Background: an optimization exercise with open tools, aiming at small area and a short achievable clock period. Do not read the settings as production practice.
At most, simulation tests tie the RTL to the original design; equivalence was not proved.
Power and IR drop assume default switching activity.

// executeStage
module executeStage (
    input  logic                         clk_i,
    input  logic                         rst_n_i,
    input  logic                         stall_i,
    input  logic                         bubble_i,
    input  logic [3:0]                   icode_i,
    input  logic [3:0]                   ifun_i,
    input  logic [2:0]                   stat_i,
    input  logic [y86Pkg::WORD_W-1:0]    valA_i,
    input  logic [y86Pkg::WORD_W-1:0]    valB_i,
    input  logic [y86Pkg::WORD_W-1:0]    valC_i,
    input  logic [3:0]                   dstE_i,
    input  logic [3:0]                   dstM_i,
    input  logic [3:0]                   srcA_i,      
    input  logic [3:0]                   srcB_i,
    output logic [3:0]                   icode_o,
    output logic [2:0]                   stat_o,
    output logic [y86Pkg::WORD_W-1:0]    valE_o,
    output logic [y86Pkg::WORD_W-1:0]    valA_o,
    output logic [3:0]                   dstE_o,
    output logic [3:0]                   dstM_o,
    output logic                         cnd_o
);
    logic                      eBubble;
    logic [3:0]                eIcode;
    logic [2:0]                eCfun;
    logic                      eSetCc;
  ...
Size in the first run: ~360 flip-flops, about 370 I/O pins, ~16000 sq um of cells after synthesis.
Settings: LEC_CHECK=0, ABC_AREA=1, CAP_MARGIN=20, CORE_MARGIN=2, CORE_UTILIZATION=40, SLEW_MARGIN=20; clock period 7.2 ns.
standard.sh (not shown) runs the stock make flow with config.mk's settings and CLKGATE_MAP_FILE= SYNTH_SCRIPT=/design/flow/synth_recipe.tcl, a recipe that flattens the netlist after the stock synthesis.
==> flow/flow/run.sh <==
#!/bin/bash
set -euo pipefail
export BUFFER_PORTS_ARGS="-buffer_cell sky130_fd_sc_hd__buf_1"
export CTS_BUF_LIST="sky130_fd_sc_hd__clkbuf_8 sky130_fd_sc_hd__clkbuf_16"
export CTS_CLUSTER_SIZE=24
export CTS_CLUSTER_DIAMETER=100
export SETUP_SLACK_MARGIN=4.65
bash standard.sh finish > make_finish.log 2>&1
The baseline produced a clean layout.
Edit:
- CORE_UTILIZATION: 40 -> 50
Result: Setup slack loses 0.041 ns. Cell count shrinks by 4.5%. Via count grows by 0.55%. Cell area shrinks by 0.65%. Synthesized cell count does not change. Sequential share of layout area grows by 0.19 points. First-iteration DRC count grows by 11%. Area after synthesis does not change. Total power shrinks by 0.71%.
Edit:
--- a/flow/flow/run.sh
+++ b/flow/flow/run.sh
@@ -5,4 +5,4 @@
 export CTS_CLUSTER_SIZE=24
 export CTS_CLUSTER_DIAMETER=100
-export SETUP_SLACK_MARGIN=4.65
+export SETUP_SLACK_MARGIN=4.62
 bash standard.sh finish > make_finish.log 2>&1
- CORE_UTILIZATION: 50 -> 40
Effect: Sequential cell count is unchanged; sequential share of layout area grows by 0.46 points; worst setup slack is worse by 0.014 ns; wire length shrinks by 0.69%; combinational power shrinks by about 3.5%; power hardly moves; critical path depth grows by 1; core utilization shrinks by 13 points; register-to-register slack barely changes; first-iteration DRC count shrinks by about 15%; global-route usage shrinks by 4.5 points.
Edit:
--- a/flow/flow/run.sh
+++ b/flow/flow/run.sh
@@ -5,4 +5,4 @@
 export CTS_CLUSTER_SIZE=24
 export CTS_CLUSTER_DIAMETER=100
-export SETUP_SLACK_MARGIN=4.62
+export SETUP_SLACK_MARGIN=4.7
 bash standard.sh finish > make_finish.log 2>&1
Total power goes up by 2.3%.
Fmax goes up by 1.9%.
Worst setup slack improves by 0.049 ns.
Design area goes up by 4.5%.

* * *

Setup of wip/garnet:
executeStage, a different RTL version from the one above (not shown whole).
For scale: roughly 1300 cells after synthesis.
Settings: LEC_CHECK=0, CAP_MARGIN=20, CORE_MARGIN=2, CORE_UTILIZATION=40, SLEW_MARGIN=20; clock period 7.2 ns.
==> flow/flow/run.sh <==
#!/bin/bash
set -euo pipefail
export BUFFER_PORTS_ARGS="-buffer_cell sky130_fd_sc_hd__buf_1"
export CTS_BUF_LIST="sky130_fd_sc_hd__clkbuf_8 sky130_fd_sc_hd__clkbuf_16"
export CTS_CLUSTER_SIZE=24
export CTS_CLUSTER_DIAMETER=100
export SETUP_SLACK_MARGIN=4.4
bash standard.sh finish > make_finish.log 2>&1
The inputs of wip/willow differ from those of wip/garnet as listed below.
diff --git a/flow/flow/run.sh b/flow/flow/run.sh
--- a/flow/flow/run.sh
+++ b/flow/flow/run.sh
@@ -5,4 +5,4 @@
 export CTS_CLUSTER_SIZE=24
 export CTS_CLUSTER_DIAMETER=100
-export SETUP_SLACK_MARGIN=4.4
+export SETUP_SLACK_MARGIN=4.2
 bash standard.sh finish > make_finish.log 2>&1
### Flow results
- wip/willow: done, clean on timing, DRC and antenna
- Diff wip/garnet -> wip/willow | routed wire length | down by a few percent
- Between wip/garnet and wip/willow, clock skew increased.
- Side by side, weighted congestion at the end of routability-driven global placement turned out higher in wip/willow than in wip/garnet.
- Compared wip/willow against wip/garnet; number of flip-flops and latches within noise.
- Final hold slack on wip/willow is ahead of wip/garnet.
- On first-pass GRT wire length, the higher figure sits with wip/willow, not wip/garnet.
- Going from wip/garnet to wip/willow, final period demand of the worst path up 0.11 ns; length of the first detailed-routing pass in iterations flat; sequential share of layout area up 1.1 points; final net count down 16.
- wip/garnet vs wip/willow, path type of the worst setup path: reg -> reg vs in -> reg
- Compared with wip/garnet, wip/willow shows a actual transition at the worst max-transition pin that is 0.060 ns higher.
Inputs modified between wip/willow and wip/maple:
diff --git a/flow/flow/run.sh b/flow/flow/run.sh
--- a/flow/flow/run.sh
+++ b/flow/flow/run.sh
@@ -6,3 +6,4 @@
 export CTS_CLUSTER_DIAMETER=100
 export SETUP_SLACK_MARGIN=4.2
+export TNS_END_PERCENT=5
 bash standard.sh finish > make_finish.log 2>&1
Notes after the runs:
For the via count, wip/maple came in 113 lower than wip/willow did. Post-CTS setup repair buffer count (lower): wip/maple. Diff wip/willow..wip/maple | fraction of area in multi-input gates | negligible. In the tables for wip/willow and wip/maple, final period utilization reads lower with wip/willow.
No run of this note included a check of the RTL's function; only the layout flow was run.

* * *

Another version of the RTL of executeStage (not shown whole).
Size: about 1700 cells after synthesis, about 360 flip-flops, about 370 I/O pins, ~0.016 mm² of cells after synthesis.
Settings: LEC_CHECK=0, ABC_AREA=1, CAP_MARGIN=20, CORE_MARGIN=2, CORE_UTILIZATION=40, SLEW_MARGIN=20; clock period 7.2 ns.
==> flow/flow/run.sh <==
#!/bin/bash
set -euo pipefail
export BUFFER_PORTS_ARGS="-buffer_cell sky130_fd_sc_hd__buf_1"
export CTS_BUF_LIST="sky130_fd_sc_hd__clkbuf_8 sky130_fd_sc_hd__clkbuf_16"
export CTS_CLUSTER_SIZE=24
export CTS_CLUSTER_DIAMETER=100
export SETUP_SLACK_MARGIN=4.6
bash standard.sh finish > make_finish.log 2>&1
==> next run, changes <==
--- a/flow/flow/run.sh
+++ b/flow/flow/run.sh
@@ -5,4 +5,4 @@
 export CTS_CLUSTER_SIZE=24
 export CTS_CLUSTER_DIAMETER=100
-export SETUP_SLACK_MARGIN=4.6
+export SETUP_SLACK_MARGIN=4.65
 bash standard.sh finish > make_finish.log 2>&1
Result:
- combinational power went up by 6.5%
- synthesized cell count is unchanged
- first-iteration DRC count goes up by 4.1%
- total power rises by 1.6%
- utilization rises by 1.3 points
No functional check of the RTL was part of any run of this note.

port drivers added, routing unchanged:
The results above use ideal ports. As a check the final layouts listed here were re-extracted and re-timed, cells and wires unchanged.
Step 1 assumes that a clkbuf_16 drives the clock port and a buf_2 every other input.
Step 2 moves the port delays by t, midway between the first and last clock arrival at a register: inputs arrive t later, outputs are due t later. That takes back most of the time a late clock gives input paths.
a / b / c = no drivers / after step 1 / after step 2; a / b = the first two.
| run | t, ns | setup WS [ns] | worst slew at a driven data input, ns |
|---|---|---|---|
| the first run of note 1 | 0.592 | 4.671 / 4.616 / 4.124 | 0.07 |
| the second run of note 1 | 0.570 | 4.630 / 4.631 / 4.091 | 0.07 |
| the third run of note 1 | 0.583 | 4.616 / 4.596 / 4.052 | 0.08 |
| the fourth run of note 1 | 0.589 | 4.665 / 4.661 / 4.084 | 0.07 |
| wip/garnet | 0.575 | 4.284 / 4.284 / 3.825 | 0.08 |
| wip/willow | 0.587 | 4.176 / 4.210 / 3.624 | 0.07 |
| wip/maple | 0.575 | 4.094 / 4.126 / 3.551 | 0.06 |
| the first run of note 3 | 0.587 | 4.614 / 4.584 / 4.056 | 0.11 |
| the second run of note 3 | 0.582 | 4.664 / 4.639 / 4.089 | 0.06 |
After both steps every run listed still meets setup and hold. The setup slack of the fourth run of note 1, which loses most, moves by -0.004 ns with the drivers and by -0.581 ns with both steps.
